Source: an optimization exercise on an open RTL-to-GDS flow (aim: small area, a short achievable clock period and few clock cycles). Production flows keep margins and buffers that such runs may drop. The RTL was checked by simulation tests, not by an equivalence proof against the original design. Power figures rest on the tool's default switching activity, not on a simulated workload.

==> inputs of 05-11 <==
==> flow/design.v <==
module cpu_multicycle #(
  parameter int DW   = 32,
  parameter int NREG = 32,
  parameter int PCW  = 32
) (
  input  logic             clk,
  input  logic             clrn,
  output logic             imem_req,
  output logic [PCW-1:0]   imem_addr,
  input  logic             imem_valid,
  input  logic [31:0]      imem_inst,
  output logic [PCW-1:0]   pc,
  output logic [DW-1:0]    alu_out,
  output logic             zf_out,
  output logic             sf_out,
  output logic             cf_out,
  output logic             retire,
  output logic             halted
);
  localparam int RW = $clog2(NREG);
  localparam int SW = $clog2(DW);
  logic [PCW-1:0] fpc_q;               
  logic           req_q;               
  logic           add_q, sub_q, and_q, or_q, xor_q, shl_q, shr_q, halt_q;
  logic [RW-1:0]  rc_q;                
  logic [DW-1:0]  a_q, b_q;            
  logic [SW-1:0]  sh_q;                
  logic           iv_q;                
  logic           pb_q;                
  logic [1:0]     cond_q;              
  logic [PCW-1:0] tgt_q;               
  logic           red_q;               
  logic [PCW-1:0] epc_q;               
  logic [PCW-1:0] pc_q;                
  logic [DW-1:0]  alu_q;
  logic           zf_q, sf_q, cf_q;
  logic           retire_q, halted_q;
  logic [DW-1:0]  regs_q [1:NREG-1];   
  logic [NREG-1:1] rv_q;               
  logic           alu_op_s, addsub_s, ex_alu_s, wr_s;
  logic [DW-1:0]  addb_s, shr_s, lowmask_s, highmask_s, logic_s, result_s;
  logic [DW:0]    sum_s, shl_s;
  logic [DW+1:0]  sum2_s;
  logic           zadd_s, zrest_s, cf_s;
  assign addsub_s = add_q || sub_q;
  assign alu_op_s = addsub_s || and_q || or_q || xor_q || shl_q || shr_q;
  assign addb_s = b_q;
  assign sum2_s = {1'b0, a_q, 1'b1} + {1'b0, addb_s, sub_q};
  assign sum_s  = sum2_s[DW+1:1];
  assign zadd_s = &((a_q ^ addb_s) ~^ {a_q[DW-2:0] | addb_s[DW-2:0], sub_q});
  assign shl_s = {1'b0, a_q} << sh_q;
  assign shr_s = a_q >> sh_q;
  always_comb begin
    for (int i = 0; i < DW; i++) begin
      lowmask_s[i]  = (i + sh_q) < DW;
      highmask_s[i] = i >= sh_q;
    end
  end
  assign logic_s = ({DW{and_q}} & (a_q & b_q)) |
                   ({DW{or_q}}  & (a_q | b_q)) |
                   ({DW{xor_q}} & (a_q ^ b_q));
  assign result_s = ({DW{addsub_s}} & sum_s[DW-1:0]) | logic_s |
                    ({DW{shl_q}} & shl_s[DW-1:0]) |
                    ({DW{shr_q}} & shr_s);
  assign zrest_s = ~|(logic_s | ({DW{shl_q}} & a_q & lowmask_s) |
                               ({DW{shr_q}} & a_q & highmask_s));
  assign cf_s = (add_q & sum_s[DW]) | (sub_q & ~sum_s[DW]) | (shl_q & shl_s[DW]);
  logic zf_d, sf_d, cf_d;
  assign ex_alu_s = iv_q && alu_op_s;
  assign wr_s     = ex_alu_s && (rc_q != {RW{1'b0}});
  assign zf_d = addsub_s ? zadd_s : zrest_s;
  assign sf_d = result_s[DW-1];
  assign cf_d = cf_s;
  logic miss_s;
  always_comb begin
    case (cond_q)
      2'd1:    miss_s = zf_q;
      2'd2:    miss_s = sf_q;
      2'd3:    miss_s = cf_q;
      default: miss_s = 1'b0;
    endcase
    miss_s = miss_s && iv_q && pb_q;
  end
  logic           fdone_s, fhalt_s, taken_s, fimm_s, fcond_s, fdep_s, fsq_s;
  logic [5:0]     fop_s;
  logic [RW-1:0]  fra_s, frb_s;
  logic [15:0]    fimm16_s;
  logic [PCW-1:0] fnext_s, fseq_s;
  logic [DW-1:0]  ra_val_s, rb_val_s, fa_s, fb_s;
  assign fdone_s  = req_q && imem_valid;
  assign fop_s    = imem_inst[31:26];
  assign fra_s    = imem_inst[16 +: RW];
  assign frb_s    = imem_inst[11 +: RW];
  assign fimm16_s = imem_inst[15:0];
  assign fhalt_s  = (fop_s == 6'h3F);
  assign fimm_s   = (fop_s == 6'h08) || (fop_s == 6'h09) || (fop_s == 6'h0A);
  assign fcond_s  = (fop_s == 6'h12) || (fop_s == 6'h13);
  assign fdep_s   = fcond_s && ex_alu_s;
  assign fsq_s    = miss_s || red_q;
  always_comb begin
    case (fop_s)
      6'h10:   taken_s = 1'b1;
      6'h11:   taken_s = ex_alu_s ? zf_d : zf_q;
      6'h12:   taken_s = sf_q && !ex_alu_s;
      6'h13:   taken_s = cf_q && !ex_alu_s;
      default: taken_s = 1'b0;
    endcase
    fseq_s  = fhalt_s ? fpc_q : fpc_q + {{(PCW-1){1'b0}}, 1'b1};
    if (fsq_s)        fnext_s = tgt_q;
    else if (taken_s) fnext_s = imem_inst[25:18];
    else              fnext_s = fseq_s;
  end
  always_comb begin
    ra_val_s = {DW{1'b0}};
    rb_val_s = {DW{1'b0}};
    for (int i = 1; i < NREG; i++) begin
      ra_val_s = ra_val_s | ({DW{(fra_s == RW'(i)) && rv_q[i]}} & regs_q[i]);
      rb_val_s = rb_val_s | ({DW{(frb_s == RW'(i)) && rv_q[i]}} & regs_q[i]);
    end
  end
  always_comb begin
    if (wr_s && (rc_q == fra_s)) fa_s = result_s;
    else                         fa_s = ra_val_s;
    if (fimm_s) begin
      if (fop_s[1:0] == 2'b00) fb_s = {{(DW-16){fimm16_s[15]}}, fimm16_s};
      else                     fb_s = {{(DW-16){1'b0}}, fimm16_s};
    end else if (wr_s && (rc_q == frb_s)) begin
      fb_s = result_s;
    end else begin
      fb_s = rb_val_s;
    end
  end
  always_ff @(posedge clk or negedge clrn) begin
    if (!clrn) begin
      fpc_q    <= {PCW{1'b0}};
      req_q    <= 1'b0;
      iv_q     <= 1'b0;
      pc_q     <= {PCW{1'b0}};
      alu_q    <= {DW{1'b0}};
      zf_q     <= 1'b0;
      sf_q     <= 1'b0;
      cf_q     <= 1'b0;
      retire_q <= 1'b0;
      halted_q <= 1'b0;
      rv_q     <= '0;
      red_q    <= 1'b0;
    end else begin
      req_q    <= !(fdone_s && fhalt_s && !fsq_s) && !(iv_q && halt_q) && !halted_q;
      if (fdone_s) fpc_q <= fnext_s;
      iv_q     <= fdone_s && !fsq_s;
      red_q    <= (miss_s || red_q) && !fdone_s;
      pc_q     <= epc_q;
      retire_q <= iv_q && !halt_q;
      if (iv_q && halt_q) halted_q <= 1'b1;
      if (ex_alu_s) begin
        alu_q <= result_s;
        zf_q  <= zf_d;
        sf_q  <= sf_d;
        cf_q  <= cf_d;
      end
      if (wr_s) rv_q[rc_q] <= 1'b1;
    end
  end
  always_ff @(posedge clk) begin
    add_q  <= (fop_s == 6'h00) || (fop_s == 6'h08);
    sub_q  <= (fop_s == 6'h01);
    and_q  <= (fop_s == 6'h02) || (fop_s == 6'h09);
    or_q   <= (fop_s == 6'h03) || (fop_s == 6'h0A);
    xor_q  <= (fop_s == 6'h04);
    shl_q  <= (fop_s == 6'h05);
    shr_q  <= (fop_s == 6'h06);
    halt_q <= fhalt_s;
    pb_q   <= fdep_s;
    cond_q <= fop_s[1:0];
    rc_q   <= imem_inst[21 +: RW];
    a_q    <= fa_s;
    b_q    <= fb_s ^ {DW{fop_s == 6'h01}};
    sh_q   <= fb_s[SW-1:0];
    epc_q  <= fpc_q;
  end
  always_ff @(posedge clk) begin
    if (fdone_s) tgt_q <= imem_inst[25:18];
  end
  always_ff @(posedge clk) begin
    if (wr_s) regs_q[rc_q] <= result_s;
  end
  assign imem_req  = req_q;
  assign imem_addr = fpc_q;
  assign pc        = pc_q;
  assign alu_out   = alu_q;
  assign zf_out    = zf_q;
  assign sf_out    = sf_q;
  assign cf_out    = cf_q;
  assign retire    = retire_q;
  assign halted    = halted_q;
endmodule
module cpu_top (
  input  logic        clk,
  input  logic        clrn,
  output logic        imem_req,
  output logic [7:0]  imem_addr,
  input  logic        imem_valid,
  input  logic [31:0] imem_inst,
  output logic [7:0]  pc,
  output logic [31:0] alu_out,
  output logic        zf_out,
  output logic        sf_out,
  output logic        cf_out,
  output logic        retire,
  output logic        halted
);
  cpu_multicycle #(.DW(32), .NREG(32), .PCW(8)) u_core (
    .clk       (clk),
    .clrn      (clrn),
    .imem_req  (imem_req),
    .imem_addr (imem_addr),
    .imem_valid(imem_valid),
    .imem_inst (imem_inst),
    .pc        (pc),
    .alu_out   (alu_out),
    .zf_out    (zf_out),
    .sf_out    (sf_out),
    .cf_out    (cf_out),
    .retire    (retire),
    .halted    (halted)
  );
endmodule
==> flow/flow/run.sh <==
#!/bin/bash
set -euo pipefail
cd "$(dirname "$0")/.."
bash standard.sh SETUP_SLACK_MARGIN=6.5 finish > run_standard.log 2>&1
==> flow/standard.sh <==
#!/bin/bash
# synth_recipe.tcl (not shown) runs the flow's synth.tcl, then flattens the netlist and writes it again
# the make line also repeats each setting of config.mk as NAME=value (left out here)
make -C /OpenROAD-flow-scripts/flow DESIGN_CONFIG=/design/flow/config.mk WORK_HOME=/design/flow/orfs CLKGATE_MAP_FILE= SYNTH_SCRIPT=/design/flow/synth_recipe.tcl "${@:-finish}"
==> flow/config.mk <==
export PLATFORM = sky130hd
export DESIGN_NAME = cpu_top
export DESIGN_NICKNAME = cpu_top
export VERILOG_FILES = /design/flow/design.v
export SDC_FILE = /design/flow/constraint.sdc
export NUM_CORES = 4
export LEC_CHECK = 0
export CAP_MARGIN = 20
export CORE_MARGIN = 2
export CORE_UTILIZATION = 35
export SLEW_MARGIN = 20
export TNS_END_PERCENT = 100
==> flow/constraint.sdc <==
create_clock -name core_clock -period 10.0 [get_ports {clk}]
set_input_delay 2.0000 -clock core_clock [delete_from_list [all_inputs] [get_ports {clk}]]
set_output_delay 2.0000 -clock core_clock [all_outputs]
set_load 0.01 [all_outputs]
==> inputs of 06-07, as changes to 05-11 <==
--- a/flow/design.v
+++ b/flow/design.v
@@ -22,6 +22,7 @@
   logic [PCW-1:0] fpc_q;               
   logic           req_q;               
   logic           add_q, sub_q, and_q, or_q, xor_q, shl_q, shr_q, halt_q;
+  logic           xalu_q, wr_q;      
   logic [RW-1:0]  rc_q;                
   logic [DW-1:0]  a_q, b_q;            
   logic [SW-1:0]  sh_q;                
@@ -38,36 +39,39 @@
   logic [DW-1:0]  regs_q [1:NREG-1];   
   logic [NREG-1:1] rv_q;               
   logic           alu_op_s, addsub_s, ex_alu_s, wr_s;
-  logic [DW-1:0]  addb_s, shr_s, lowmask_s, highmask_s, logic_s, result_s;
-  logic [DW:0]    sum_s, shl_s;
+  logic [DW-1:0]  addb_s, arev_s, shin_s, shout_s, shrev_s, highmask_s, logic_s, result_s;
+  logic [DW:0]    sum_s, sht_s;
   logic [DW+1:0]  sum2_s;
   logic           zadd_s, zrest_s, cf_s;
   assign addsub_s = add_q || sub_q;
-  assign alu_op_s = addsub_s || and_q || or_q || xor_q || shl_q || shr_q;
+  assign alu_op_s = xalu_q;
   assign addb_s = b_q;
   assign sum2_s = {1'b0, a_q, 1'b1} + {1'b0, addb_s, sub_q};
   assign sum_s  = sum2_s[DW+1:1];
   assign zadd_s = &((a_q ^ addb_s) ~^ {a_q[DW-2:0] | addb_s[DW-2:0], sub_q});
-  assign shl_s = {1'b0, a_q} << sh_q;
-  assign shr_s = a_q >> sh_q;
   always_comb begin
     for (int i = 0; i < DW; i++) begin
-      lowmask_s[i]  = (i + sh_q) < DW;
+      arev_s[i]     = a_q[DW-1-i];
       highmask_s[i] = i >= sh_q;
     end
+  end
+  assign shin_s  = shl_q ? arev_s : a_q;
+  assign sht_s   = {shin_s, 1'b0} >> sh_q;
+  assign shout_s = sht_s[DW:1];
+  always_comb begin
+    for (int i = 0; i < DW; i++) shrev_s[i] = shout_s[DW-1-i];
   end
   assign logic_s = ({DW{and_q}} & (a_q & b_q)) |
                    ({DW{or_q}}  & (a_q | b_q)) |
                    ({DW{xor_q}} & (a_q ^ b_q));
   assign result_s = ({DW{addsub_s}} & sum_s[DW-1:0]) | logic_s |
-                    ({DW{shl_q}} & shl_s[DW-1:0]) |
-                    ({DW{shr_q}} & shr_s);
-  assign zrest_s = ~|(logic_s | ({DW{shl_q}} & a_q & lowmask_s) |
-                               ({DW{shr_q}} & a_q & highmask_s));
-  assign cf_s = (add_q & sum_s[DW]) | (sub_q & ~sum_s[DW]) | (shl_q & shl_s[DW]);
+                    ({DW{shl_q}} & shrev_s) |
+                    ({DW{shr_q}} & shout_s);
+  assign zrest_s = ~|(logic_s | ({DW{shl_q || shr_q}} & shin_s & highmask_s));
+  assign cf_s = (add_q & sum_s[DW]) | (sub_q & ~sum_s[DW]) | (shl_q & sht_s[0]);
   logic zf_d, sf_d, cf_d;
   assign ex_alu_s = iv_q && alu_op_s;
-  assign wr_s     = ex_alu_s && (rc_q != {RW{1'b0}});
+  assign wr_s     = iv_q && wr_q;
   assign zf_d = addsub_s ? zadd_s : zrest_s;
   assign sf_d = result_s[DW-1];
   assign cf_d = cf_s;
@@ -81,7 +85,7 @@
     endcase
     miss_s = miss_s && iv_q && pb_q;
   end
-  logic           fdone_s, fhalt_s, taken_s, fimm_s, fcond_s, fdep_s, fsq_s;
+  logic           fdone_s, fhalt_s, taken_s, fimm_s, falu_s, fcond_s, fdep_s, fsq_s;
   logic [5:0]     fop_s;
   logic [RW-1:0]  fra_s, frb_s;
   logic [15:0]    fimm16_s;
@@ -94,13 +98,14 @@
   assign fimm16_s = imem_inst[15:0];
   assign fhalt_s  = (fop_s == 6'h3F);
   assign fimm_s   = (fop_s == 6'h08) || (fop_s == 6'h09) || (fop_s == 6'h0A);
-  assign fcond_s  = (fop_s == 6'h12) || (fop_s == 6'h13);
+  assign falu_s   = fimm_s || (fop_s <= 6'h06);
+  assign fcond_s  = (fop_s == 6'h12) || (fop_s == 6'h13) || ((fop_s == 6'h11) && !addsub_s);
   assign fdep_s   = fcond_s && ex_alu_s;
   assign fsq_s    = miss_s || red_q;
   always_comb begin
     case (fop_s)
       6'h10:   taken_s = 1'b1;
-      6'h11:   taken_s = ex_alu_s ? zf_d : zf_q;
+      6'h11:   taken_s = ex_alu_s ? (addsub_s && zadd_s) : zf_q;
       6'h12:   taken_s = sf_q && !ex_alu_s;
       6'h13:   taken_s = cf_q && !ex_alu_s;
       default: taken_s = 1'b0;
@@ -158,7 +163,8 @@
         sf_q  <= sf_d;
         cf_q  <= cf_d;
       end
-      if (wr_s) rv_q[rc_q] <= 1'b1;
+      for (int i = 1; i < NREG; i++)
+        if (wr_s && (rc_q == RW'(i))) rv_q[i] <= 1'b1;
     end
   end
   always_ff @(posedge clk) begin
@@ -170,6 +176,8 @@
     shl_q  <= (fop_s == 6'h05);
     shr_q  <= (fop_s == 6'h06);
     halt_q <= fhalt_s;
+    xalu_q <= falu_s;
+    wr_q   <= falu_s && (imem_inst[21 +: RW] != {RW{1'b0}});
     pb_q   <= fdep_s;
     cond_q <= fop_s[1:0];
     rc_q   <= imem_inst[21 +: RW];
CTS_CLUSTER_DIAMETER = 120   (was unset)
CTS_CLUSTER_SIZE = 24   (was unset)
==> summary of the runs <==
06-07 finished clean. 05-11 finished clean.
In 05-11 the non-clock buffer count is lower than in 06-07, by 45.
Of 05-11 and 06-07, 05-11 has the higher global-route usage (gap 2.0 points).
In critical path depth, 05-11 and 06-07 do not differ.
Power: 06-07 is lower than 05-11 (20%).
In sequential power, 05-11 and 06-07 hardly differ.
In 05-11 the cell area is larger than in 06-07, by 4.3%.
Of 06-07 and 05-11, 06-07 has the higher hold slack (gap 0.0095 ns).
Of 06-07 and 05-11, 05-11 has the higher combinational power (gap about 10%, measured against 05-11).
Of 05-11 and 06-07, 05-11 has the higher routed wire length (gap 6.2%, measured against 06-07).
==> figures <==
	06-07	05-11
Total core area	157000 um^2	160000 um^2
Data arrival time of the worst path	4.32 ns	4.48 ns
Vias after detailed routing	50700	53100
Per-cell via count in the routed design	7.54	7.66
Internal portion of total power	0.00694 W	0.00869 W
Number of nets produced by synthesis	4389	4538
Final wirelength	300000 um	319000 um
Power dissipated in sequential cells	0.00552 W	0.00554 W
FFs w/ async S/R, synth	0.0728	0.0729
Number of standard cells in the final layout excluding fillers	6717	6939
R2R cell count	13	8
Power in combinational cells	0.00113 W	0.00129 W
Capture instance of the worst register-to-register path	u_core.a_q[29]$_DFF_P_	u_core.regs_q[9][27]$_DFFE_PP_
Status	complete, no violations	complete, no violations
Global-route track usage on met1	0.417	0.421
Synth top area share	0.544	0.535
Power density relative to cell area	136 nW/um^2	163 nW/um^2
Starting DRC count in detailed routing	12700	12500
FILL cells	13900	14100
Testbench counts of 05-11, summed over its fixed seeds: cycles 41,499.
Testbench counts of 06-07, summed over its fixed seeds: cycles 41,701.

port drivers added, routing unchanged:
The flow's constraints put no driver on any port. The routed layouts listed below were extracted and timed again, unchanged, in two steps.
Step 1, drivers: a clkbuf_16 drives clk and a buf_2 each remaining input, both assumed.
Step 2 moves the port delays by t, midway between the first and last clock arrival at a register: inputs arrive t later, outputs are due t later. That takes back most of the time a late clock gives input paths.
Three values: ideal, step 1, step 2; two values: the first two.
run	t, ns	slack for setup (ns)	worst setup path after step 2	cell pins on the clock port's net
05-11	0.871	6.218 / 6.138 / 5.267	input to register	1
06-07	0.821	6.268 / 6.208 / 5.387	input to register	1
After both steps setup and hold are still met in every run listed. For 05-11, which loses most, drivers alone change the setup slack by -0.080 ns; drivers and shift together by -0.951 ns.
